Source: an optimization exercise on an open RTL-to-GDS flow (aim: a short achievable clock period and few clock cycles per item). Production flows keep margins and buffers that such runs may drop.
Function was checked by simulation only, so behaviour that the tests miss may differ from the original.
No activity file was given, so power comes from the tool's default toggle rates.

File: design/flow/design.v
`timescale 1ns/1ps
package cpu_isa_pkg;
    typedef logic [16-1:0]          data_t;
    typedef logic [$clog2(16)-1:0]  reg_id_t;
    typedef logic [8-1:0]          imm_t;
    typedef logic [8-1:0]           pc_t;
    typedef logic [8-1:0]           inst_id_t;
    typedef logic [3-1:0]           op_t;
    localparam op_t OP_ST      = 3'd0;
    localparam op_t OP_CMP_GT  = 3'd1;
    localparam op_t OP_ADD_IMM = 3'd2;
    localparam op_t OP_ADD     = 3'd3;
    localparam op_t OP_SHL     = 3'd4;
    localparam op_t OP_SHR     = 3'd5;
    localparam op_t OP_MUL     = 3'd6;
endpackage
`timescale 1ns/1ps
package cpu_uarch_pkg;
    typedef logic [16-1:0] reg_mask_t;
    typedef enum logic {
        FETCH_RUN,
        FETCH_DONE
    } fetch_state_t;
endpackage
`timescale 1ns/1ps
module reg_file (
    input  logic                  clk,
    input  logic                  rst_n,
    input  cpu_isa_pkg::reg_id_t  rd_addr0,
    input  cpu_isa_pkg::reg_id_t  rd_addr1,
    output cpu_isa_pkg::data_t    rd_data0,
    output cpu_isa_pkg::data_t    rd_data1,
    input  logic                  alu_wb_vld,
    input  cpu_isa_pkg::reg_id_t  alu_wb_reg,
    input  cpu_isa_pkg::data_t    alu_wb_data,
    input  logic                  mul_wb_vld,
    input  cpu_isa_pkg::reg_id_t  mul_wb_reg,
    input  cpu_isa_pkg::data_t    mul_wb_data
);
    cpu_isa_pkg::data_t regs [0:16-1];
    assign rd_data0 = regs[rd_addr0];
    assign rd_data1 = regs[rd_addr1];
    always_ff @(posedge clk or negedge rst_n) begin
        if (!rst_n) begin
            for (int i = 0; i < 16; i++) begin
                regs[i] <= '0;
            end
        end else begin
            if (mul_wb_vld) begin
                regs[mul_wb_reg] <= mul_wb_data;
            end
            if (alu_wb_vld) begin
                regs[alu_wb_reg] <= alu_wb_data;
            end
        end
    end
endmodule
`timescale 1ns/1ps
module ks_add16 (
    input  logic [15:0] a,
    input  logic [15:0] b,
    output logic [15:0] s
);
    logic [15:0] p0, g[0:4], p[0:4];
    assign p0   = a ^ b;
    assign g[0] = a & b;
    assign p[0] = p0;
    for (genvar l = 0; l < 4; l++) begin : g_lvl
        for (genvar i = 0; i < 16; i++) begin : g_bit
            if (i >= (1 << l)) begin : g_op
                assign g[l+1][i] = g[l][i] | (p[l][i] & g[l][i - (1 << l)]);
                assign p[l+1][i] = p[l][i] & p[l][i - (1 << l)];
            end else begin : g_pass
                assign g[l+1][i] = g[l][i];
                assign p[l+1][i] = p[l][i];
            end
        end
    end
    assign s = p0 ^ {g[4][14:0], 1'b0};
endmodule
module gt16 (
    input  logic [15:0] a,
    input  logic [15:0] b,
    output logic        gt
);
    logic [15:0] g[0:4], p[0:4];
    assign g[0] = a & ~b;
    assign p[0] = a | ~b;
    for (genvar l = 0; l < 4; l++) begin : g_lvl
        for (genvar i = 0; i < 16; i++) begin : g_bit
            if (i >= (1 << l)) begin : g_op
                assign g[l+1][i] = g[l][i] | (p[l][i] & g[l][i - (1 << l)]);
                assign p[l+1][i] = p[l][i] & p[l][i - (1 << l)];
            end else begin : g_pass
                assign g[l+1][i] = g[l][i];
                assign p[l+1][i] = p[l][i];
            end
        end
    end
    assign gt = g[4][15];
endmodule
module int_unit (
    input  logic                   clk,
    input  logic                   rst_n,
    input  logic                   ex_int_vld,
    input  logic                   ex_st,
    input  logic                   ex_wr,
    input  logic [3:0]             ex_fn,    
    input  cpu_isa_pkg::inst_id_t  ex_id,
    input  cpu_isa_pkg::reg_id_t   ex_dst,
    input  cpu_isa_pkg::data_t     ex_a_add,
    input  cpu_isa_pkg::data_t     ex_b_add,
    input  cpu_isa_pkg::data_t     ex_a_sh,
    input  logic [3:0]             ex_b_sh,
    input  cpu_isa_pkg::data_t     ex_a_st,
    input  cpu_isa_pkg::data_t     ex_b_st,
    output logic                   alu_wb_vld,
    output cpu_isa_pkg::reg_id_t   alu_wb_reg,
    output cpu_isa_pkg::data_t     alu_wb_data,
    output logic                   write_mem_vld,
    output cpu_isa_pkg::inst_id_t  write_mem_id,
    output cpu_isa_pkg::data_t     write_mem_addr,
    output cpu_isa_pkg::data_t     write_mem_data
);
    localparam int SHAMT_BIT = $clog2(16);
    logic [SHAMT_BIT-1:0] shamt;
    cpu_isa_pkg::data_t   sum, shl, shr, result;
    logic                 gt;
    assign shamt = ex_b_sh;
    assign shl   = ex_a_sh << shamt;
    assign shr   = ex_a_sh >> shamt;
    ks_add16 u_add (.a(ex_a_add), .b(ex_b_add), .s(sum));
    gt16     u_gt  (.a(ex_a_add), .b(ex_b_add), .gt(gt));
    always_comb begin
        result = ({16{ex_fn[0]}} & sum) |
                 ({16{ex_fn[1]}} & shl) |
                 ({16{ex_fn[2]}} & shr);
        result[0] = result[0] | (ex_fn[3] & gt);
    end
    always_ff @(posedge clk or negedge rst_n) begin
        if (!rst_n) begin
            alu_wb_vld    <= 1'b0;
            write_mem_vld <= 1'b0;
        end else begin
            alu_wb_vld    <= ex_int_vld && ex_wr;
            write_mem_vld <= ex_int_vld && ex_st;
        end
    end
    always_ff @(posedge clk) begin
        alu_wb_reg  <= ex_dst;
        alu_wb_data <= result;
    end
    always_ff @(posedge clk) begin
        if (ex_st) begin
            write_mem_id   <= ex_id;
            write_mem_addr <= ex_a_st;
            write_mem_data <= ex_b_st;
        end
    end
endmodule
`timescale 1ns/1ps
module mul_unit (
    input  logic                  clk,
    input  logic                  rst_n,
    input  logic                  iss_mul_vld,
    input  cpu_isa_pkg::reg_id_t  iss_dst,
    input  cpu_isa_pkg::data_t    iss_a,
    input  cpu_isa_pkg::data_t    iss_b,
    output logic                  m2_vld,
    output cpu_isa_pkg::reg_id_t  m2_dst,
    output logic                  mul_wb_vld,
    output cpu_isa_pkg::reg_id_t  mul_wb_reg,
    output cpu_isa_pkg::data_t    mul_wb_data
);
    cpu_isa_pkg::data_t a;
    cpu_isa_pkg::data_t b;
    logic [7:0] one, two, neg;
    assign a = iss_a;
    assign b = iss_b;
    logic p0;
    logic p1;
    logic p2;
    logic p3;
    logic p4;
    logic p5;
    logic p6;
    logic p7;
    logic p8;
    logic p9;
    logic p10;
    logic p11;
    logic p12;
    logic p13;
    logic p14;
    logic p15;
    logic p16;
    logic p17;
    logic p18;
    logic p19;
    logic p20;
    logic p21;
    logic p22;
    logic p23;
    logic p24;
    logic p25;
    logic p26;
    logic p27;
    logic p28;
    logic p29;
    logic p30;
    logic p31;
    logic p32;
    logic p33;
    logic p34;
    logic p35;
    logic p36;
    logic p37;
    logic p38;
    logic p39;
    logic p40;
    logic p41;
    logic p42;
    logic p43;
    logic p44;
    logic p45;
    logic p46;
    logic p47;
    logic p48;
    logic p49;
    logic p50;
    logic p51;
    logic p52;
    logic p53;
    logic p54;
    logic p55;
    logic p56;
    logic p57;
    logic p58;
    logic p59;
    logic p60;
    logic p61;
    logic p62;
    logic p63;
    logic p64;
    logic p65;
    logic p66;
    logic p67;
    logic p68;
    logic p69;
    logic p70;
    logic p71;
    logic t72;
    logic t73;
    logic t74;
    logic t75;
    logic t76;
    logic t77;
    logic t78;
    logic t79;
    logic t80;
    logic t81;
    logic t82;
    logic t83;
    logic t84;
    logic t85;
    logic t86;
    logic t87;
    logic t88;
    logic t89;
    logic t90;
    logic t91;
    logic t92;
    logic t93;
    logic t94;
    logic t95;
    logic t96;
    logic t97;
    logic t98;
    logic t99;
    logic t100;
    logic t101;
    logic t102;
    logic t103;
    logic t104;
    logic t105;
    logic t106;
    logic t107;
    logic t108;
    logic t109;
    logic t110;
    logic t111;
    logic t112;
    logic t113;
    logic t114;
    logic t115;
    logic t116;
    logic t117;
    logic t118;
    logic t119;
    logic t120;
    logic t121;
    logic t122;
    logic t123;
    logic t124;
    logic t125;
    logic t126;
    logic t127;
    logic t128;
    logic t129;
    logic t130;
    logic t131;
    logic r_c0_0;
    logic r_c0_1;
    logic r_c1_0;
    logic r_c2_0;
    logic r_c2_1;
    logic r_c2_2;
    logic r_c3_0;
    logic r_c3_1;
    logic r_c4_0;
    logic r_c4_1;
    logic r_c4_2;
    logic r_c4_3;
    logic r_c5_0;
    logic r_c5_1;
    logic r_c5_2;
    logic r_c6_0;
    logic r_c6_1;
    logic r_c6_2;
    logic r_c6_3;
    logic r_c7_0;
    logic r_c7_1;
    logic r_c7_2;
    logic r_c7_3;
    logic r_c8_0;
    logic r_c8_1;
    logic r_c8_2;
    logic r_c8_3;
    logic r_c9_0;
    logic r_c9_1;
    logic r_c9_2;
    logic r_c9_3;
    logic r_c10_0;
    logic r_c10_1;
    logic r_c10_2;
    logic r_c10_3;
    logic r_c11_0;
    logic r_c11_1;
    logic r_c11_2;
    logic r_c11_3;
    logic r_c12_0;
    logic r_c12_1;
    logic r_c12_2;
    logic r_c12_3;
    logic r_c13_0;
    logic r_c13_1;
    logic r_c13_2;
    logic r_c13_3;
    logic r_c14_0;
    logic r_c14_1;
    logic r_c14_2;
    logic r_c14_3;
    logic r_c15_0;
    logic r_c15_1;
    logic r_c15_2;
    logic r_c15_3;
    logic t132;
    logic t133;
    logic t134;
    logic t135;
    logic t136;
    logic t137;
    logic t138;
    logic t139;
    logic t140;
    logic t141;
    logic t142;
    logic t143;
    logic t144;
    logic t145;
    logic t146;
    logic t147;
    logic t148;
    logic t149;
    logic t150;
    logic t151;
    logic t152;
    logic t153;
    logic t154;
    logic t155;
    logic t156;
    logic t157;
    logic t158;
    logic t159;
    logic t160;
    logic t161;
    logic t162;
    logic t163;
    logic t164;
    logic t165;
    logic t166;
    logic t167;
    logic t168;
    logic t169;
    logic t170;
    logic t171;
    logic t172;
    logic t173;
    logic t174;
    logic t175;
    logic t176;
    logic t177;
    logic t178;
    logic t179;
    logic t180;
    logic t181;
    logic t182;
    logic t183;
    cpu_isa_pkg::data_t row0;
    cpu_isa_pkg::data_t row1;
    cpu_isa_pkg::data_t sum;
    assign one[0] = b[0] ^ 1'b0;
    assign two[0] = (b[1] & ~b[0] & ~1'b0) | (~b[1] & b[0] & 1'b0);
    assign neg[0] = b[1];
    assign p0 = ((one[0] & a[0]) | (two[0] & 1'b0)) ^ neg[0];
    assign p1 = ((one[0] & a[1]) | (two[0] & a[0])) ^ neg[0];
    assign p2 = ((one[0] & a[2]) | (two[0] & a[1])) ^ neg[0];
    assign p3 = ((one[0] & a[3]) | (two[0] & a[2])) ^ neg[0];
    assign p4 = ((one[0] & a[4]) | (two[0] & a[3])) ^ neg[0];
    assign p5 = ((one[0] & a[5]) | (two[0] & a[4])) ^ neg[0];
    assign p6 = ((one[0] & a[6]) | (two[0] & a[5])) ^ neg[0];
    assign p7 = ((one[0] & a[7]) | (two[0] & a[6])) ^ neg[0];
    assign p8 = ((one[0] & a[8]) | (two[0] & a[7])) ^ neg[0];
    assign p9 = ((one[0] & a[9]) | (two[0] & a[8])) ^ neg[0];
    assign p10 = ((one[0] & a[10]) | (two[0] & a[9])) ^ neg[0];
    assign p11 = ((one[0] & a[11]) | (two[0] & a[10])) ^ neg[0];
    assign p12 = ((one[0] & a[12]) | (two[0] & a[11])) ^ neg[0];
    assign p13 = ((one[0] & a[13]) | (two[0] & a[12])) ^ neg[0];
    assign p14 = ((one[0] & a[14]) | (two[0] & a[13])) ^ neg[0];
    assign p15 = ((one[0] & a[15]) | (two[0] & a[14])) ^ neg[0];
    assign one[1] = b[2] ^ b[1];
    assign two[1] = (b[3] & ~b[2] & ~b[1]) | (~b[3] & b[2] & b[1]);
    assign neg[1] = b[3];
    assign p16 = ((one[1] & a[0]) | (two[1] & 1'b0)) ^ neg[1];
    assign p17 = ((one[1] & a[1]) | (two[1] & a[0])) ^ neg[1];
    assign p18 = ((one[1] & a[2]) | (two[1] & a[1])) ^ neg[1];
    assign p19 = ((one[1] & a[3]) | (two[1] & a[2])) ^ neg[1];
    assign p20 = ((one[1] & a[4]) | (two[1] & a[3])) ^ neg[1];
    assign p21 = ((one[1] & a[5]) | (two[1] & a[4])) ^ neg[1];
    assign p22 = ((one[1] & a[6]) | (two[1] & a[5])) ^ neg[1];
    assign p23 = ((one[1] & a[7]) | (two[1] & a[6])) ^ neg[1];
    assign p24 = ((one[1] & a[8]) | (two[1] & a[7])) ^ neg[1];
    assign p25 = ((one[1] & a[9]) | (two[1] & a[8])) ^ neg[1];
    assign p26 = ((one[1] & a[10]) | (two[1] & a[9])) ^ neg[1];
    assign p27 = ((one[1] & a[11]) | (two[1] & a[10])) ^ neg[1];
    assign p28 = ((one[1] & a[12]) | (two[1] & a[11])) ^ neg[1];
    assign p29 = ((one[1] & a[13]) | (two[1] & a[12])) ^ neg[1];
    assign one[2] = b[4] ^ b[3];
    assign two[2] = (b[5] & ~b[4] & ~b[3]) | (~b[5] & b[4] & b[3]);
    assign neg[2] = b[5];
    assign p30 = ((one[2] & a[0]) | (two[2] & 1'b0)) ^ neg[2];
    assign p31 = ((one[2] & a[1]) | (two[2] & a[0])) ^ neg[2];
    assign p32 = ((one[2] & a[2]) | (two[2] & a[1])) ^ neg[2];
    assign p33 = ((one[2] & a[3]) | (two[2] & a[2])) ^ neg[2];
    assign p34 = ((one[2] & a[4]) | (two[2] & a[3])) ^ neg[2];
    assign p35 = ((one[2] & a[5]) | (two[2] & a[4])) ^ neg[2];
    assign p36 = ((one[2] & a[6]) | (two[2] & a[5])) ^ neg[2];
    assign p37 = ((one[2] & a[7]) | (two[2] & a[6])) ^ neg[2];
    assign p38 = ((one[2] & a[8]) | (two[2] & a[7])) ^ neg[2];
    assign p39 = ((one[2] & a[9]) | (two[2] & a[8])) ^ neg[2];
    assign p40 = ((one[2] & a[10]) | (two[2] & a[9])) ^ neg[2];
    assign p41 = ((one[2] & a[11]) | (two[2] & a[10])) ^ neg[2];
    assign one[3] = b[6] ^ b[5];
    assign two[3] = (b[7] & ~b[6] & ~b[5]) | (~b[7] & b[6] & b[5]);
    assign neg[3] = b[7];
    assign p42 = ((one[3] & a[0]) | (two[3] & 1'b0)) ^ neg[3];
    assign p43 = ((one[3] & a[1]) | (two[3] & a[0])) ^ neg[3];
    assign p44 = ((one[3] & a[2]) | (two[3] & a[1])) ^ neg[3];
    assign p45 = ((one[3] & a[3]) | (two[3] & a[2])) ^ neg[3];
    assign p46 = ((one[3] & a[4]) | (two[3] & a[3])) ^ neg[3];
    assign p47 = ((one[3] & a[5]) | (two[3] & a[4])) ^ neg[3];
    assign p48 = ((one[3] & a[6]) | (two[3] & a[5])) ^ neg[3];
    assign p49 = ((one[3] & a[7]) | (two[3] & a[6])) ^ neg[3];
    assign p50 = ((one[3] & a[8]) | (two[3] & a[7])) ^ neg[3];
    assign p51 = ((one[3] & a[9]) | (two[3] & a[8])) ^ neg[3];
    assign one[4] = b[8] ^ b[7];
    assign two[4] = (b[9] & ~b[8] & ~b[7]) | (~b[9] & b[8] & b[7]);
    assign neg[4] = b[9];
    assign p52 = ((one[4] & a[0]) | (two[4] & 1'b0)) ^ neg[4];
    assign p53 = ((one[4] & a[1]) | (two[4] & a[0])) ^ neg[4];
    assign p54 = ((one[4] & a[2]) | (two[4] & a[1])) ^ neg[4];
    assign p55 = ((one[4] & a[3]) | (two[4] & a[2])) ^ neg[4];
    assign p56 = ((one[4] & a[4]) | (two[4] & a[3])) ^ neg[4];
    assign p57 = ((one[4] & a[5]) | (two[4] & a[4])) ^ neg[4];
    assign p58 = ((one[4] & a[6]) | (two[4] & a[5])) ^ neg[4];
    assign p59 = ((one[4] & a[7]) | (two[4] & a[6])) ^ neg[4];
    assign one[5] = b[10] ^ b[9];
    assign two[5] = (b[11] & ~b[10] & ~b[9]) | (~b[11] & b[10] & b[9]);
    assign neg[5] = b[11];
    assign p60 = ((one[5] & a[0]) | (two[5] & 1'b0)) ^ neg[5];
    assign p61 = ((one[5] & a[1]) | (two[5] & a[0])) ^ neg[5];
    assign p62 = ((one[5] & a[2]) | (two[5] & a[1])) ^ neg[5];
    assign p63 = ((one[5] & a[3]) | (two[5] & a[2])) ^ neg[5];
    assign p64 = ((one[5] & a[4]) | (two[5] & a[3])) ^ neg[5];
    assign p65 = ((one[5] & a[5]) | (two[5] & a[4])) ^ neg[5];
    assign one[6] = b[12] ^ b[11];
    assign two[6] = (b[13] & ~b[12] & ~b[11]) | (~b[13] & b[12] & b[11]);
    assign neg[6] = b[13];
    assign p66 = ((one[6] & a[0]) | (two[6] & 1'b0)) ^ neg[6];
    assign p67 = ((one[6] & a[1]) | (two[6] & a[0])) ^ neg[6];
    assign p68 = ((one[6] & a[2]) | (two[6] & a[1])) ^ neg[6];
    assign p69 = ((one[6] & a[3]) | (two[6] & a[2])) ^ neg[6];
    assign one[7] = b[14] ^ b[13];
    assign two[7] = (b[15] & ~b[14] & ~b[13]) | (~b[15] & b[14] & b[13]);
    assign neg[7] = b[15];
    assign p70 = ((one[7] & a[0]) | (two[7] & 1'b0)) ^ neg[7];
    assign p71 = ((one[7] & a[1]) | (two[7] & a[0])) ^ neg[7];
    assign t72 = p10 ^ p24;
    assign t73 = p10 & p24;
    assign t74 = p11 ^ p25;
    assign t75 = p11 & p25;
    assign t76 = p12 ^ p26 ^ p38;
    assign t77 = (p12 & p26) | (p12 & p38) | (p26 & p38);
    assign t78 = p48 ^ p56;
    assign t79 = p48 & p56;
    assign t80 = p13 ^ p27 ^ p39;
    assign t81 = (p13 & p27) | (p13 & p39) | (p27 & p39);
    assign t82 = p49 ^ p57;
    assign t83 = p49 & p57;
    assign t84 = p14 ^ p28 ^ p40;
    assign t85 = (p14 & p28) | (p14 & p40) | (p28 & p40);
    assign t86 = p50 ^ p58 ^ p64;
    assign t87 = (p50 & p58) | (p50 & p64) | (p58 & p64);
    assign t88 = p68 ^ p70;
    assign t89 = p68 & p70;
    assign t90 = p15 ^ p29 ^ p41;
    assign t91 = (p15 & p29) | (p15 & p41) | (p29 & p41);
    assign t92 = p51 ^ p59 ^ p65;
    assign t93 = (p51 & p59) | (p51 & p65) | (p59 & p65);
    assign t94 = p69 ^ p71;
    assign t95 = p69 & p71;
    assign t96 = p6 ^ p20;
    assign t97 = p6 & p20;
    assign t98 = p7 ^ p21;
    assign t99 = p7 & p21;
    assign t100 = p8 ^ p22 ^ p34;
    assign t101 = (p8 & p22) | (p8 & p34) | (p22 & p34);
    assign t102 = p44 ^ p52;
    assign t103 = p44 & p52;
    assign t104 = p9 ^ p23 ^ p35;
    assign t105 = (p9 & p23) | (p9 & p35) | (p23 & p35);
    assign t106 = p45 ^ p53;
    assign t107 = p45 & p53;
    assign t108 = t72 ^ p36 ^ p46;
    assign t109 = (t72 & p36) | (t72 & p46) | (p36 & p46);
    assign t110 = p54 ^ p60 ^ neg[5];
    assign t111 = (p54 & p60) | (p54 & neg[5]) | (p60 & neg[5]);
    assign t112 = t73 ^ t74 ^ p37;
    assign t113 = (t73 & t74) | (t73 & p37) | (t74 & p37);
    assign t114 = p47 ^ p55 ^ p61;
    assign t115 = (p47 & p55) | (p47 & p61) | (p55 & p61);
    assign t116 = t75 ^ t76 ^ t78;
    assign t117 = (t75 & t76) | (t75 & t78) | (t76 & t78);
    assign t118 = p62 ^ p66 ^ neg[6];
    assign t119 = (p62 & p66) | (p62 & neg[6]) | (p66 & neg[6]);
    assign t120 = t77 ^ t79 ^ t80;
    assign t121 = (t77 & t79) | (t77 & t80) | (t79 & t80);
    assign t122 = t82 ^ p63 ^ p67;
    assign t123 = (t82 & p63) | (t82 & p67) | (p63 & p67);
    assign t124 = t81 ^ t83 ^ t84;
    assign t125 = (t81 & t83) | (t81 & t84) | (t83 & t84);
    assign t126 = t86 ^ t88 ^ neg[7];
    assign t127 = (t86 & t88) | (t86 & neg[7]) | (t88 & neg[7]);
    assign t128 = t85 ^ t87 ^ t89;
    assign t129 = (t85 & t87) | (t85 & t89) | (t87 & t89);
    assign t130 = t90 ^ t92 ^ t94;
    assign t131 = (t90 & t92) | (t90 & t94) | (t92 & t94);
    always_ff @(posedge clk) begin
        r_c0_0 <= p0;
        r_c0_1 <= neg[0];
        r_c1_0 <= p1;
        r_c2_0 <= p2;
        r_c2_1 <= p16;
        r_c2_2 <= neg[1];
        r_c3_0 <= p3;
        r_c3_1 <= p17;
        r_c4_0 <= p4;
        r_c4_1 <= p18;
        r_c4_2 <= p30;
        r_c4_3 <= neg[2];
        r_c5_0 <= p5;
        r_c5_1 <= p19;
        r_c5_2 <= p31;
        r_c6_0 <= t96;
        r_c6_1 <= p32;
        r_c6_2 <= p42;
        r_c6_3 <= neg[3];
        r_c7_0 <= t97;
        r_c7_1 <= t98;
        r_c7_2 <= p33;
        r_c7_3 <= p43;
        r_c8_0 <= t99;
        r_c8_1 <= t100;
        r_c8_2 <= t102;
        r_c8_3 <= neg[4];
        r_c9_0 <= t101;
        r_c9_1 <= t103;
        r_c9_2 <= t104;
        r_c9_3 <= t106;
        r_c10_0 <= t105;
        r_c10_1 <= t107;
        r_c10_2 <= t108;
        r_c10_3 <= t110;
        r_c11_0 <= t109;
        r_c11_1 <= t111;
        r_c11_2 <= t112;
        r_c11_3 <= t114;
        r_c12_0 <= t113;
        r_c12_1 <= t115;
        r_c12_2 <= t116;
        r_c12_3 <= t118;
        r_c13_0 <= t117;
        r_c13_1 <= t119;
        r_c13_2 <= t120;
        r_c13_3 <= t122;
        r_c14_0 <= t121;
        r_c14_1 <= t123;
        r_c14_2 <= t124;
        r_c14_3 <= t126;
        r_c15_0 <= t125;
        r_c15_1 <= t127;
        r_c15_2 <= t128;
        r_c15_3 <= t130;
    end
    assign t132 = r_c4_0 ^ r_c4_1;
    assign t133 = r_c4_0 & r_c4_1;
    assign t134 = r_c5_0 ^ r_c5_1;
    assign t135 = r_c5_0 & r_c5_1;
    assign t136 = r_c6_0 ^ r_c6_1 ^ r_c6_2;
    assign t137 = (r_c6_0 & r_c6_1) | (r_c6_0 & r_c6_2) | (r_c6_1 & r_c6_2);
    assign t138 = r_c7_0 ^ r_c7_1 ^ r_c7_2;
    assign t139 = (r_c7_0 & r_c7_1) | (r_c7_0 & r_c7_2) | (r_c7_1 & r_c7_2);
    assign t140 = r_c8_0 ^ r_c8_1 ^ r_c8_2;
    assign t141 = (r_c8_0 & r_c8_1) | (r_c8_0 & r_c8_2) | (r_c8_1 & r_c8_2);
    assign t142 = r_c9_0 ^ r_c9_1 ^ r_c9_2;
    assign t143 = (r_c9_0 & r_c9_1) | (r_c9_0 & r_c9_2) | (r_c9_1 & r_c9_2);
    assign t144 = r_c10_0 ^ r_c10_1 ^ r_c10_2;
    assign t145 = (r_c10_0 & r_c10_1) | (r_c10_0 & r_c10_2) | (r_c10_1 & r_c10_2);
    assign t146 = r_c11_0 ^ r_c11_1 ^ r_c11_2;
    assign t147 = (r_c11_0 & r_c11_1) | (r_c11_0 & r_c11_2) | (r_c11_1 & r_c11_2);
    assign t148 = r_c12_0 ^ r_c12_1 ^ r_c12_2;
    assign t149 = (r_c12_0 & r_c12_1) | (r_c12_0 & r_c12_2) | (r_c12_1 & r_c12_2);
    assign t150 = r_c13_0 ^ r_c13_1 ^ r_c13_2;
    assign t151 = (r_c13_0 & r_c13_1) | (r_c13_0 & r_c13_2) | (r_c13_1 & r_c13_2);
    assign t152 = r_c14_0 ^ r_c14_1 ^ r_c14_2;
    assign t153 = (r_c14_0 & r_c14_1) | (r_c14_0 & r_c14_2) | (r_c14_1 & r_c14_2);
    assign t154 = r_c15_0 ^ r_c15_1 ^ r_c15_2;
    assign t155 = (r_c15_0 & r_c15_1) | (r_c15_0 & r_c15_2) | (r_c15_1 & r_c15_2);
    assign t156 = r_c2_0 ^ r_c2_1;
    assign t157 = r_c2_0 & r_c2_1;
    assign t158 = r_c3_0 ^ r_c3_1;
    assign t159 = r_c3_0 & r_c3_1;
    assign t160 = t132 ^ r_c4_2 ^ r_c4_3;
    assign t161 = (t132 & r_c4_2) | (t132 & r_c4_3) | (r_c4_2 & r_c4_3);
    assign t162 = t133 ^ t134 ^ r_c5_2;
    assign t163 = (t133 & t134) | (t133 & r_c5_2) | (t134 & r_c5_2);
    assign t164 = t135 ^ t136 ^ r_c6_3;
    assign t165 = (t135 & t136) | (t135 & r_c6_3) | (t136 & r_c6_3);
    assign t166 = t137 ^ t138 ^ r_c7_3;
    assign t167 = (t137 & t138) | (t137 & r_c7_3) | (t138 & r_c7_3);
    assign t168 = t139 ^ t140 ^ r_c8_3;
    assign t169 = (t139 & t140) | (t139 & r_c8_3) | (t140 & r_c8_3);
    assign t170 = t141 ^ t142 ^ r_c9_3;
    assign t171 = (t141 & t142) | (t141 & r_c9_3) | (t142 & r_c9_3);
    assign t172 = t143 ^ t144 ^ r_c10_3;
    assign t173 = (t143 & t144) | (t143 & r_c10_3) | (t144 & r_c10_3);
    assign t174 = t145 ^ t146 ^ r_c11_3;
    assign t175 = (t145 & t146) | (t145 & r_c11_3) | (t146 & r_c11_3);
    assign t176 = t147 ^ t148 ^ r_c12_3;
    assign t177 = (t147 & t148) | (t147 & r_c12_3) | (t148 & r_c12_3);
    assign t178 = t149 ^ t150 ^ r_c13_3;
    assign t179 = (t149 & t150) | (t149 & r_c13_3) | (t150 & r_c13_3);
    assign t180 = t151 ^ t152 ^ r_c14_3;
    assign t181 = (t151 & t152) | (t151 & r_c14_3) | (t152 & r_c14_3);
    assign t182 = t153 ^ t154 ^ r_c15_3;
    assign t183 = (t153 & t154) | (t153 & r_c15_3) | (t154 & r_c15_3);
    assign row0 = {t181, t179, t177, t175, t173, t171, t169, t167, t165, t163, t161, t159, t157, t156, r_c1_0, r_c0_0};
    assign row1 = {t182, t180, t178, t176, t174, t172, t170, t168, t166, t164, t162, t160, t158, r_c2_2, 1'b0, r_c0_1};
    ks_add16 u_add (.a(row0), .b(row1), .s(sum));
    always_ff @(posedge clk or negedge rst_n) begin
        if (!rst_n) begin
            m2_vld     <= 1'b0;
            mul_wb_vld <= 1'b0;
        end else begin
            m2_vld     <= iss_mul_vld;
            mul_wb_vld <= m2_vld;
        end
    end
    always_ff @(posedge clk) begin
        m2_dst      <= iss_dst;
        mul_wb_reg  <= m2_dst;
        mul_wb_data <= sum;
    end
endmodule
`timescale 1ns/1ps
module fwd_mux #(parameter int W = 16) (
    input  logic [W-1:0] op,
    input  logic         s_alu,
    input  logic         s_mul,
    input  logic [W-1:0] v_alu,
    input  logic [W-1:0] v_mul,
    output logic [W-1:0] y
);
    assign y = ({W{!s_alu && !s_mul}} & op) | ({W{s_alu}} & v_alu) | ({W{s_mul}} & v_mul);
endmodule
module issue_ctrl (
    input  logic                   clk,
    input  logic                   rst_n,
    input  logic                   inst_vld,
    input  logic                   inst_last,
    input  cpu_isa_pkg::op_t       inst_op,
    input  cpu_isa_pkg::inst_id_t  inst_id,
    input  cpu_isa_pkg::reg_id_t   inst_dst_reg,
    input  cpu_isa_pkg::reg_id_t   inst_src_reg0,
    input  cpu_isa_pkg::reg_id_t   inst_src_reg1,
    input  cpu_isa_pkg::imm_t      inst_imm,
    output logic                   inst_rdy,
    output logic                   fetch_vld,
    output cpu_isa_pkg::pc_t       fetch_pc,
    output cpu_isa_pkg::inst_id_t  fetch_id,
    output cpu_isa_pkg::reg_id_t   rd_addr0,
    output cpu_isa_pkg::reg_id_t   rd_addr1,
    input  cpu_isa_pkg::data_t     rd_data0,
    input  cpu_isa_pkg::data_t     rd_data1,
    input  logic                   alu_wb_vld,
    input  cpu_isa_pkg::reg_id_t   alu_wb_reg,
    input  cpu_isa_pkg::data_t     alu_wb_data,
    input  logic                   mul_wb_vld,
    input  cpu_isa_pkg::reg_id_t   mul_wb_reg,
    input  cpu_isa_pkg::data_t     mul_wb_data,
    input  logic                   m2_vld,
    input  cpu_isa_pkg::reg_id_t   m2_dst,
    output logic                   exec_finish,
    output logic                   ex_int_vld,
    output logic                   ex_mul_vld,
    output logic                   ex_st,
    output logic                   ex_wr,
    output logic [3:0]             ex_fn,
    output cpu_isa_pkg::inst_id_t  ex_id,
    output cpu_isa_pkg::reg_id_t   ex_dst,
    output cpu_isa_pkg::data_t     ex_a_add,
    output cpu_isa_pkg::data_t     ex_b_add,
    output cpu_isa_pkg::data_t     ex_a_sh,
    output logic [3:0]             ex_b_sh,
    output cpu_isa_pkg::data_t     ex_a_mul,
    output cpu_isa_pkg::data_t     ex_b_mul,
    output cpu_isa_pkg::data_t     ex_a_st,
    output cpu_isa_pkg::data_t     ex_b_st
);
    typedef struct packed {
        logic                  last;
        logic                  st;
        logic                  mul;
        logic                  addi;
        logic [3:0]            fn;      
        cpu_isa_pkg::inst_id_t id;
        cpu_isa_pkg::reg_id_t  dst;
        cpu_isa_pkg::reg_id_t  s0;
        cpu_isa_pkg::reg_id_t  s1;
        cpu_isa_pkg::imm_t     imm;
    } qent_t;
    qent_t       in_ent;
    qent_t       q0, q1, q2;
    logic        v0, v1, v2;     
    logic        fetch_en;
    logic        last_seen;
    cpu_isa_pkg::pc_t pc_q;
    logic        arrive;
    logic        arrive_last;
    logic        stall;
    logic        pop;
    always_comb begin
        in_ent.last = inst_last;
        in_ent.st   = (inst_op == cpu_isa_pkg::OP_ST);
        in_ent.mul  = (inst_op == cpu_isa_pkg::OP_MUL);
        in_ent.addi = (inst_op == cpu_isa_pkg::OP_ADD_IMM);
        in_ent.fn[0] = (inst_op == cpu_isa_pkg::OP_ADD_IMM) || (inst_op == cpu_isa_pkg::OP_ADD);
        in_ent.fn[1] = (inst_op == cpu_isa_pkg::OP_SHL);
        in_ent.fn[2] = (inst_op == cpu_isa_pkg::OP_SHR);
        in_ent.fn[3] = (inst_op == cpu_isa_pkg::OP_CMP_GT);
        in_ent.id   = inst_id;
        in_ent.dst  = inst_dst_reg;
        in_ent.s0   = inst_src_reg0;
        in_ent.s1   = inst_src_reg1;
        in_ent.imm  = inst_imm;
    end
    assign inst_rdy    = 1'b1;
    assign arrive      = inst_vld;
    assign arrive_last = inst_vld && inst_last;
    assign fetch_vld   = fetch_en && !arrive_last;
    assign fetch_pc    = pc_q;
    assign fetch_id    = pc_q;
    logic q0_vld;
    logic use1;
    logic hit_ex0, hit_ex1;
    assign q0_vld = v0;
    assign use1   = !q0.addi;
    assign hit_ex0 = ex_wr && (ex_dst == q0.s0);
    assign hit_ex1 = ex_wr && (ex_dst == q0.s1);
    assign stall   = q0_vld && ex_mul_vld &&
                     ((ex_dst == q0.s0) || (use1 && (ex_dst == q0.s1)));
    assign pop     = q0_vld && !stall;
    assign rd_addr0 = q0.s0;
    assign rd_addr1 = q0.s1;
    cpu_isa_pkg::data_t byp0, byp1;
    always_comb begin
        if (alu_wb_vld && alu_wb_reg == q0.s0)      byp0 = alu_wb_data;
        else if (mul_wb_vld && mul_wb_reg == q0.s0) byp0 = mul_wb_data;
        else                                        byp0 = rd_data0;
        if (q0.addi)                                byp1 = cpu_isa_pkg::data_t'(q0.imm);
        else if (alu_wb_vld && alu_wb_reg == q0.s1) byp1 = alu_wb_data;
        else if (mul_wb_vld && mul_wb_reg == q0.s1) byp1 = mul_wb_data;
        else                                        byp1 = rd_data1;
    end
    logic q0_add, q0_sh;
    logic fwd_a_alu, fwd_b_alu, fwd_a_mul, fwd_b_mul;
    assign q0_add = q0.fn[0] || q0.fn[3];
    assign q0_sh  = q0.fn[1] || q0.fn[2];
    assign fwd_a_alu = hit_ex0 && !ex_mul_vld;
    assign fwd_b_alu = hit_ex1 && !ex_mul_vld && use1;
    assign fwd_a_mul = !hit_ex0 && m2_vld && (m2_dst == q0.s0);
    assign fwd_b_mul = !hit_ex1 && m2_vld && (m2_dst == q0.s1) && use1;
    cpu_isa_pkg::data_t opa_add, opb_add, opa_sh, opa_mul, opb_mul, opa_st, opb_st;
    logic [3:0]         opb_sh;
    logic sa_add_alu, sa_add_mul, sb_add_alu, sb_add_mul;
    logic sa_sh_alu,  sa_sh_mul,  sb_sh_alu,  sb_sh_mul;
    logic sa_mul_alu, sa_mul_mul, sb_mul_alu, sb_mul_mul;
    logic sa_st_alu,  sa_st_mul,  sb_st_alu,  sb_st_mul;
    logic                 ex_last;
    always_ff @(posedge clk) begin
        if (q0_add) begin
            opa_add    <= byp0;
            opb_add    <= byp1;
        end
        if (q0_sh) begin
            opa_sh     <= byp0;
            opb_sh     <= byp1[3:0];
        end
        if (q0.mul) begin
            opa_mul    <= byp0;
            opb_mul    <= byp1;
        end
        if (q0.st) begin
            opa_st     <= byp0;
            opb_st     <= byp1;
        end
        sa_add_alu <= fwd_a_alu && q0_add;
        sa_add_mul <= fwd_a_mul && q0_add;
        sb_add_alu <= fwd_b_alu && q0_add;
        sb_add_mul <= fwd_b_mul && q0_add;
        sa_sh_alu  <= fwd_a_alu && q0_sh;
        sa_sh_mul  <= fwd_a_mul && q0_sh;
        sb_sh_alu  <= fwd_b_alu && q0_sh;
        sb_sh_mul  <= fwd_b_mul && q0_sh;
        sa_mul_alu <= fwd_a_alu && q0.mul;
        sa_mul_mul <= fwd_a_mul && q0.mul;
        sb_mul_alu <= fwd_b_alu && q0.mul;
        sb_mul_mul <= fwd_b_mul && q0.mul;
        sa_st_alu  <= fwd_a_alu && q0.st;
        sa_st_mul  <= fwd_a_mul && q0.st;
        sb_st_alu  <= fwd_b_alu && q0.st;
        sb_st_mul  <= fwd_b_mul && q0.st;
        ex_fn      <= q0.fn;
        ex_id      <= q0.id;
        ex_dst     <= q0.dst;
    end
    always_ff @(posedge clk or negedge rst_n) begin
        if (!rst_n) begin
            ex_int_vld <= 1'b0;
            ex_mul_vld <= 1'b0;
            ex_st      <= 1'b0;
            ex_wr      <= 1'b0;
            ex_last    <= 1'b0;
        end else begin
            ex_int_vld <= pop && !q0.mul;
            ex_mul_vld <= pop && q0.mul;
            ex_st      <= pop && q0.st;
            ex_wr      <= pop && !q0.st;
            ex_last    <= pop && q0.last;
        end
    end
    fwd_mux #(16) u_fa_add (.op(opa_add), .s_alu(sa_add_alu), .s_mul(sa_add_mul), .v_alu(alu_wb_data), .v_mul(mul_wb_data), .y(ex_a_add));
    fwd_mux #(16) u_fb_add (.op(opb_add), .s_alu(sb_add_alu), .s_mul(sb_add_mul), .v_alu(alu_wb_data), .v_mul(mul_wb_data), .y(ex_b_add));
    fwd_mux #(16) u_fa_sh  (.op(opa_sh),  .s_alu(sa_sh_alu),  .s_mul(sa_sh_mul),  .v_alu(alu_wb_data), .v_mul(mul_wb_data), .y(ex_a_sh));
    fwd_mux #(4)  u_fb_sh  (.op(opb_sh),  .s_alu(sb_sh_alu),  .s_mul(sb_sh_mul),  .v_alu(alu_wb_data[3:0]), .v_mul(mul_wb_data[3:0]), .y(ex_b_sh));
    fwd_mux #(16) u_fa_mul (.op(opa_mul), .s_alu(sa_mul_alu), .s_mul(sa_mul_mul), .v_alu(alu_wb_data), .v_mul(mul_wb_data), .y(ex_a_mul));
    fwd_mux #(16) u_fb_mul (.op(opb_mul), .s_alu(sb_mul_alu), .s_mul(sb_mul_mul), .v_alu(alu_wb_data), .v_mul(mul_wb_data), .y(ex_b_mul));
    fwd_mux #(16) u_fa_st  (.op(opa_st),  .s_alu(sa_st_alu),  .s_mul(sa_st_mul),  .v_alu(alu_wb_data), .v_mul(mul_wb_data), .y(ex_a_st));
    fwd_mux #(16) u_fb_st  (.op(opb_st),  .s_alu(sb_st_alu),  .s_mul(sb_st_mul),  .v_alu(alu_wb_data), .v_mul(mul_wb_data), .y(ex_b_st));
    logic v0_n, v1_n, v2_n;
    always_comb begin
        if (pop) begin
            v0_n = v1 || arrive;
            v1_n = v2 || (v1 && arrive);
            v2_n = v2 && arrive;
        end else begin
            v0_n = v0 || arrive;
            v1_n = v1 || (v0 && arrive);
            v2_n = v2 || (v1 && arrive);
        end
    end
    always_ff @(posedge clk) begin
        if (pop) begin
            q0 <= v1 ? q1 : in_ent;
            q1 <= v2 ? q2 : in_ent;
            q2 <= in_ent;
        end else begin
            if (!v0) q0 <= in_ent;
            if (!v1) q1 <= in_ent;
            if (!v2) q2 <= in_ent;
        end
    end
    always_ff @(posedge clk or negedge rst_n) begin
        if (!rst_n) begin
            v0          <= 1'b0;
            v1          <= 1'b0;
            v2          <= 1'b0;
            fetch_en    <= 1'b1;
            last_seen   <= 1'b0;
            pc_q        <= '0;
            exec_finish <= 1'b0;
        end else begin
            v0        <= v0_n;
            v1        <= v1_n;
            v2        <= v2_n;
            last_seen <= last_seen || arrive_last;
            fetch_en  <= !last_seen && !arrive_last && (!v1_n || (!v2_n && !fetch_vld));
            if (fetch_vld) pc_q <= pc_q + 1'b1;
            if (ex_last) exec_finish <= 1'b1;
        end
    end
endmodule
`timescale 1ns/1ps
module cpu_top (
    input  logic                   clk,
    input  logic                   rst_n,
    input  logic                   inst_vld,
    input  logic                   inst_last,
    input  cpu_isa_pkg::op_t       inst_op,
    input  cpu_isa_pkg::inst_id_t  inst_id,
    input  cpu_isa_pkg::reg_id_t   inst_dst_reg,
    input  cpu_isa_pkg::reg_id_t   inst_src_reg0,
    input  cpu_isa_pkg::reg_id_t   inst_src_reg1,
    input  cpu_isa_pkg::imm_t      inst_imm,
    output logic                   fetch_vld,
    output cpu_isa_pkg::pc_t       fetch_pc,
    output cpu_isa_pkg::inst_id_t  fetch_id,
    output logic                   inst_rdy,
    output logic                   write_mem_vld,
    output cpu_isa_pkg::inst_id_t  write_mem_id,
    output cpu_isa_pkg::data_t     write_mem_addr,
    output cpu_isa_pkg::data_t     write_mem_data,
    output logic                   exec_finish
);
    cpu_isa_pkg::reg_id_t rd_addr0;
    cpu_isa_pkg::reg_id_t rd_addr1;
    cpu_isa_pkg::data_t   rd_data0;
    cpu_isa_pkg::data_t   rd_data1;
    logic                 alu_wb_vld;
    cpu_isa_pkg::reg_id_t alu_wb_reg;
    cpu_isa_pkg::data_t   alu_wb_data;
    logic                 mul_wb_vld;
    cpu_isa_pkg::reg_id_t mul_wb_reg;
    cpu_isa_pkg::data_t   mul_wb_data;
    logic                 m2_vld;
    cpu_isa_pkg::reg_id_t m2_dst;
    logic                  ex_int_vld;
    logic                  ex_mul_vld;
    logic                  ex_st;
    logic                  ex_wr;
    logic [3:0]            ex_fn;
    cpu_isa_pkg::inst_id_t ex_id;
    cpu_isa_pkg::reg_id_t  ex_dst;
    cpu_isa_pkg::data_t    ex_a_add, ex_b_add, ex_a_sh, ex_a_mul, ex_b_mul, ex_a_st, ex_b_st;
    logic [3:0]            ex_b_sh;
    issue_ctrl u_issue_ctrl (
        .clk           (clk),
        .rst_n         (rst_n),
        .inst_vld      (inst_vld),
        .inst_last     (inst_last),
        .inst_op       (inst_op),
        .inst_id       (inst_id),
        .inst_dst_reg  (inst_dst_reg),
        .inst_src_reg0 (inst_src_reg0),
        .inst_src_reg1 (inst_src_reg1),
        .inst_imm      (inst_imm),
        .inst_rdy      (inst_rdy),
        .fetch_vld     (fetch_vld),
        .fetch_pc      (fetch_pc),
        .fetch_id      (fetch_id),
        .rd_addr0      (rd_addr0),
        .rd_addr1      (rd_addr1),
        .rd_data0      (rd_data0),
        .rd_data1      (rd_data1),
        .alu_wb_vld    (alu_wb_vld),
        .alu_wb_reg    (alu_wb_reg),
        .alu_wb_data   (alu_wb_data),
        .mul_wb_vld    (mul_wb_vld),
        .mul_wb_reg    (mul_wb_reg),
        .mul_wb_data   (mul_wb_data),
        .m2_vld        (m2_vld),
        .m2_dst        (m2_dst),
        .exec_finish   (exec_finish),
        .ex_int_vld    (ex_int_vld),
        .ex_mul_vld    (ex_mul_vld),
        .ex_st         (ex_st),
        .ex_wr         (ex_wr),
        .ex_fn         (ex_fn),
        .ex_id         (ex_id),
        .ex_dst        (ex_dst),
        .ex_a_add      (ex_a_add),
        .ex_b_add      (ex_b_add),
        .ex_a_sh       (ex_a_sh),
        .ex_b_sh       (ex_b_sh),
        .ex_a_mul      (ex_a_mul),
        .ex_b_mul      (ex_b_mul),
        .ex_a_st       (ex_a_st),
        .ex_b_st       (ex_b_st)
    );
    reg_file u_reg_file (
        .clk         (clk),
        .rst_n       (rst_n),
        .rd_addr0    (rd_addr0),
        .rd_addr1    (rd_addr1),
        .rd_data0    (rd_data0),
        .rd_data1    (rd_data1),
        .alu_wb_vld  (alu_wb_vld),
        .alu_wb_reg  (alu_wb_reg),
        .alu_wb_data (alu_wb_data),
        .mul_wb_vld  (mul_wb_vld),
        .mul_wb_reg  (mul_wb_reg),
        .mul_wb_data (mul_wb_data)
    );
    int_unit u_int_unit (
        .clk            (clk),
        .rst_n          (rst_n),
        .ex_int_vld     (ex_int_vld),
        .ex_st          (ex_st),
        .ex_wr          (ex_wr),
        .ex_fn          (ex_fn),
        .ex_id          (ex_id),
        .ex_dst         (ex_dst),
        .ex_a_add       (ex_a_add),
        .ex_b_add       (ex_b_add),
        .ex_a_sh        (ex_a_sh),
        .ex_b_sh        (ex_b_sh),
        .ex_a_st        (ex_a_st),
        .ex_b_st        (ex_b_st),
        .alu_wb_vld     (alu_wb_vld),
        .alu_wb_reg     (alu_wb_reg),
        .alu_wb_data    (alu_wb_data),
        .write_mem_vld  (write_mem_vld),
        .write_mem_id   (write_mem_id),
        .write_mem_addr (write_mem_addr),
        .write_mem_data (write_mem_data)
    );
    mul_unit u_mul_unit (
        .clk         (clk),
        .rst_n       (rst_n),
        .iss_mul_vld (ex_mul_vld),
        .iss_dst     (ex_dst),
        .iss_a       (ex_a_mul),
        .iss_b       (ex_b_mul),
        .m2_vld      (m2_vld),
        .m2_dst      (m2_dst),
        .mul_wb_vld  (mul_wb_vld),
        .mul_wb_reg  (mul_wb_reg),
        .mul_wb_data (mul_wb_data)
    );
endmodule
File: design/flow/run.sh
#!/bin/bash
# synth_recipe.tcl (not shown) runs the flow's synth.tcl, then flattens the netlist and writes it again
# the make line also repeats each setting of config.mk as NAME=value (left out here)
make -C /OpenROAD-flow-scripts/flow DESIGN_CONFIG=/design/flow/config.mk WORK_HOME=/design/flow/orfs CLKGATE_MAP_FILE= SYNTH_SCRIPT=/design/flow/synth_recipe.tcl finish
File: design/flow/config.mk
export PLATFORM = sky130hd
export DESIGN_NAME = cpu_top
export DESIGN_NICKNAME = cpu_top
export VERILOG_FILES = /design/flow/design.v
export SDC_FILE = /design/flow/constraint.sdc
export NUM_CORES = 4
export LEC_CHECK = 0
export ABC_CLOCK_PERIOD_IN_PS = 2700
export CAP_MARGIN = 20
export CORE_MARGIN = 2
export CORE_UTILIZATION = 40
export SETUP_SLACK_MARGIN = 3.3
export SLEW_MARGIN = 20
File: design/flow/constraint.sdc
create_clock -name core_clock -period 6.0 [get_ports {clk}]
set_input_delay 1.2000 -clock core_clock [delete_from_list [all_inputs] [get_ports {clk}]]
set_output_delay 1.2000 -clock core_clock [all_outputs]
set_load 0.01 [all_outputs]
==> run summary <==
critical path launch point type flip-flop; Final Hold Violating Endpoints 0; post-route insts no fill approximately 5.8k; drt first pass iters 8; worst r2r src u_mul_unit.r_c9_0; syn nets ~4.3k; Seq cells post-synth 670; Synth top area share 18.0%; Pwr Total 18.1 mW; # IOs 95; RR Endpoint u_mul_unit.mul_wb_data[14]; worst reg2reg setup slack just over 3 ns; fill cell count 8506; run status timing/DRC/antenna clean; area leader, netlist dfrtp_1; drt total wl 182000 um; number of buffers and inverters on the critical path 2; die width approximately 320 um; Cell Pwr Density around 360 mW/mm2; initial antenna violation count 7; Syn. warnings 11; mapped cell area just under 0.04 mm2; Distinct cells, synth just over 80; Clock Latency Late Sink about 0.70 ns; Slew Limit Fails 0; Routed WL per cell 31.3 um; root buf cell clkbuf_16; Final ANT Viol Nets 0; largest cells by area after synthesis dfrtp_1, edfxtp_1, dfxtp_1; final setup TNS 0 ns; cell breakdown of the critical path inv_1 > fa_1 > inv_1 > fa_1 > ha_4 > or3_4 > a21oi_2 > o21a_1 > o31a_1 > mux2i_1 > nand2_1; via count 37.2k; Cell Rows between 100 and 150; Overflow after GRT 0; final period utilization about half; number of flip-flops in the largest register between 200 and 300; Post-synth EDFFs 192; Die H about 320 um; placed insts 5259; clock-pin slew on the worst setup and hold paths ~0.060 ns; Worst Hold Depth 0; first-pass GRT wire length roughly 250000 um; DRC 0; RSZ-0062 raised after global routing true; worst-case clock skew ~0.057 ns; fmax between 300 and 400 MHz; clock tree buffer depth 3; Critical Path RT 6.53 ns; crit-path leading delay family adder cells; most flop-heavy register u_reg_file.regs; Crit path largest cell delay between 0.5 and 0.6 ns; Cells after Synth between 4k and 5k; CP max FO 3; worst slew pin tran 1.07 ns; slew margin rel. approximately 29%; HP Start u_issue_ctrl.q0[26]; pre-CTS WS about 1.8 ns; most common flop cell mapped by yosys dfrtp_1; All-Layer GR Usage roughly 34%; largest net degree at the start of global routing 145; post-synthesis sequential area ratio 43.2%; list of most frequent post-synthesis cells nor2_1, nand2_1, a21oi_1; Setup violations, final 0; number of port buffers a little over 90; # nets final around 4.6k; CTS tree done; GPL Wtd Cong roughly 1.0; Async S/R FF share, synth around two fifths; worst setup margin between 3 and 4 ns; Post-Route Utilization between 50% and 60%; Clock Sinks between 600 and 700; VDD IR max between 200 and 300 uV; Hold Buf Count CTS 0; fraction of layout cells with a size suffix above 1 26.3%; area grow syn2layout 30.1%; CTS H-Tree Depth 3; vias in the first global route 33.4k; most common cell in the synthesized netlist nor2_1; initial core utilization approximately two fifths; Via density 6.40; number of DRC markers in iteration 0 5667; Crit Path Class flip-flop to flip-flop; die area approximately 0.099 mm2; r2r worst-path depth 11; Post-DP HPWL 107000 um; min Tclk post-route between 2 and 3 ns; worst path arrival time 3.45 ns; Setup crit end kind flip-flop; cts bufs inserted 78; Worst Hold Path EP u_issue_ctrl.ex_id[6]; Pleak 21.0 nW; type of the worst min-delay path flip-flop to flip-flop; critical path's slowest cell fa_1; core area 0.0963 mm2; Max-Cap Viols 0; synthesized area per cell 9.28 um2
==> layout by cell type (no fill, tap or decap), types with 23 or more instances in the layout <==
| cell | synthesis | routed |
|---|---|---|
| nor2_1 | 416 | 380 |
| nand2_1 | 376 | 348 |
| buf_4 | 16 | 333 |
| mux2i_1 | 326 | 325 |
| a21oi_1 | 371 | 312 |
| dfrtp_1 | 278 | 276 |
| o21ai_0 | 270 | 224 |
| edfxtp_1 | 192 | 192 |
| dfxtp_1 | 199 | 164 |
| inv_1 | 128 | 115 |
| o22ai_1 | 104 | 96 |
| a22oi_1 | 99 | 88 |
| mux2_2 | 89 | 87 |
| clkbuf_16 | 0 | 85 |
| a22o_1 | 85 | 79 |
| buf_6 | 3 | 79 |
| dlygate4sd2_1 | 0 | 57 |
| ha_1 | 76 | 56 |
| nand3_1 | 54 | 53 |
| buf_12 | 0 | 47 |
| xnor2_1 | 54 | 45 |
| a21oi_2 | 9 | 43 |
| a21o_1 | 55 | 40 |
| o221ai_1 | 49 | 35 |
| fa_1 | 35 | 31 |
| clkdlybuf4s50_1 | 0 | 31 |
| a21oi_4 | 2 | 30 |
| xor2_1 | 32 | 29 |
| dfxtp_4 | 0 | 29 |
| a32oi_1 | 29 | 28 |
| o211ai_1 | 27 | 27 |
| nor2_2 | 5 | 25 |
| o21ai_1 | 2 | 24 |
| o21ai_2 | 0 | 23 |
| clkbuf_1 | 275 | 23 |
==> how the worst max path moves through the flow <==
| stage | start | to | slack (ns) | depth (start not counted) |
|---|---|---|---|---|
| 6_report | u_mul_unit.r_c9_0 | u_mul_unit.mul_wb_data[14] | 3.08 | 11 |
| 4_1_cts | u_mul_unit.r_c8_0 | u_mul_unit.mul_wb_data[14] | 3.07 | 11 |
| 5_1_grt | u_mul_unit.r_c8_0 | u_mul_unit.mul_wb_data[14] | 2.97 | 11 |
| 3_3_place_gp | u_issue_ctrl.q0[13] | u_issue_ctrl.opa_sh[6] | 1.84 | 9 |
| 3_5_place_dp | u_issue_ctrl.q0[13] | u_issue_ctrl.opa_sh[6] | 1.81 | 8 |
| 2_1_floorplan | inst_vld | fetch_vld | 3.23 | 2 |
==> area by class of cell <==
class,count,area (um2),share of cell area [%]
antenna,5,12.5,0.0248
clock buffer,115,2230,4.43
clock inverter,29,419,0.832
inverter,133,544,1.08
multi-input combinational,2981,22500,44.7
sequential,670,16900,33.5
tap,1276,1600,3.17
timing repair buffer,594,6180,12.3
timing repair inverter,1,3.75,0.00745
==> cell families after synthesis <==
family / count (synthesis) / share of synthesized area (%)
mux: 422 / 11.4
buf+inv: 538 / 5.67
fa+ha+maj: 116 / 4.39
xor+xnor: 87 / 2.00
simple gates: 1038 / 11.5
compound gates: 1303 / 21.8
flops: 670 / 43.2
other cells: 1 / 0.00968
==> metal layers <==
layer	vias to the layer above	part of all wire, %	routed length (um)	track usage (%)
li1	15700	-	-	-
met1	18000	39	70400	46.0
met2	2715	42	76000	50.0
met3	685	12	21900	9.68
met4	6	7.1	12900	19.6
met5	-	0.16	287	0.532
==> metrics by stage <==
step           instance area, um2  hold slack (ns)
2_1_floorplan               39000            0.323
5_1_grt                     50400            0.347
4_1_cts                     47600            0.339
6_report                    50400            0.333
3_3_place_gp                40800            0.323
3_5_place_dp                40800            0.327
==> power breakdown <==
part | switching [mW] | total, mW | internal (mW)
sequential | 1.20 | 6.81 | 5.61
clock | 2.11 | 4.94 | 2.83
combinational | 3.61 | 6.32 | 2.71
total | 6.91 | 18.1 | 11.2
==> repair_timing <==
action,in CTS,in global routing
resized for setup,529,320
pin swaps,102,152
cloned,29,12
setup endpoints to repair,376,239
endpoints found under the hold margin,0,0
setup buffers,223,132
Testbench counts, summed over its fixed seeds: cycles 23,890, insts 22,445.

## re-timing with driven ports
The results above use ideal ports. As a check the final layout listed here was re-extracted and re-timed, cells and wires unchanged.
Step 1, drivers: a clkbuf_16 drives clk and a buf_2 each remaining input, both assumed.
Step 2, shift: input delay + t, output delay - t, t = (earliest + latest rising clock arrival at the registers) / 2. This alone moves slack from input paths to output paths.
a / b / c = ideal ports / drivers / drivers and shift; a / b = the first two.
shift t [ns]: 0.749
setup WS [ns]: 3.078 / 3.078 / 3.078
clock arrival spread, ns: 0.058 / 0.058
slew at the worst register clock pin (ns): 0.07 / 0.07
cell pins on the clock port's net: 1
After both steps setup and hold are still met in this run. The setup slack of this run moves by 0.000 ns with the drivers and by 0.000 ns with both steps.
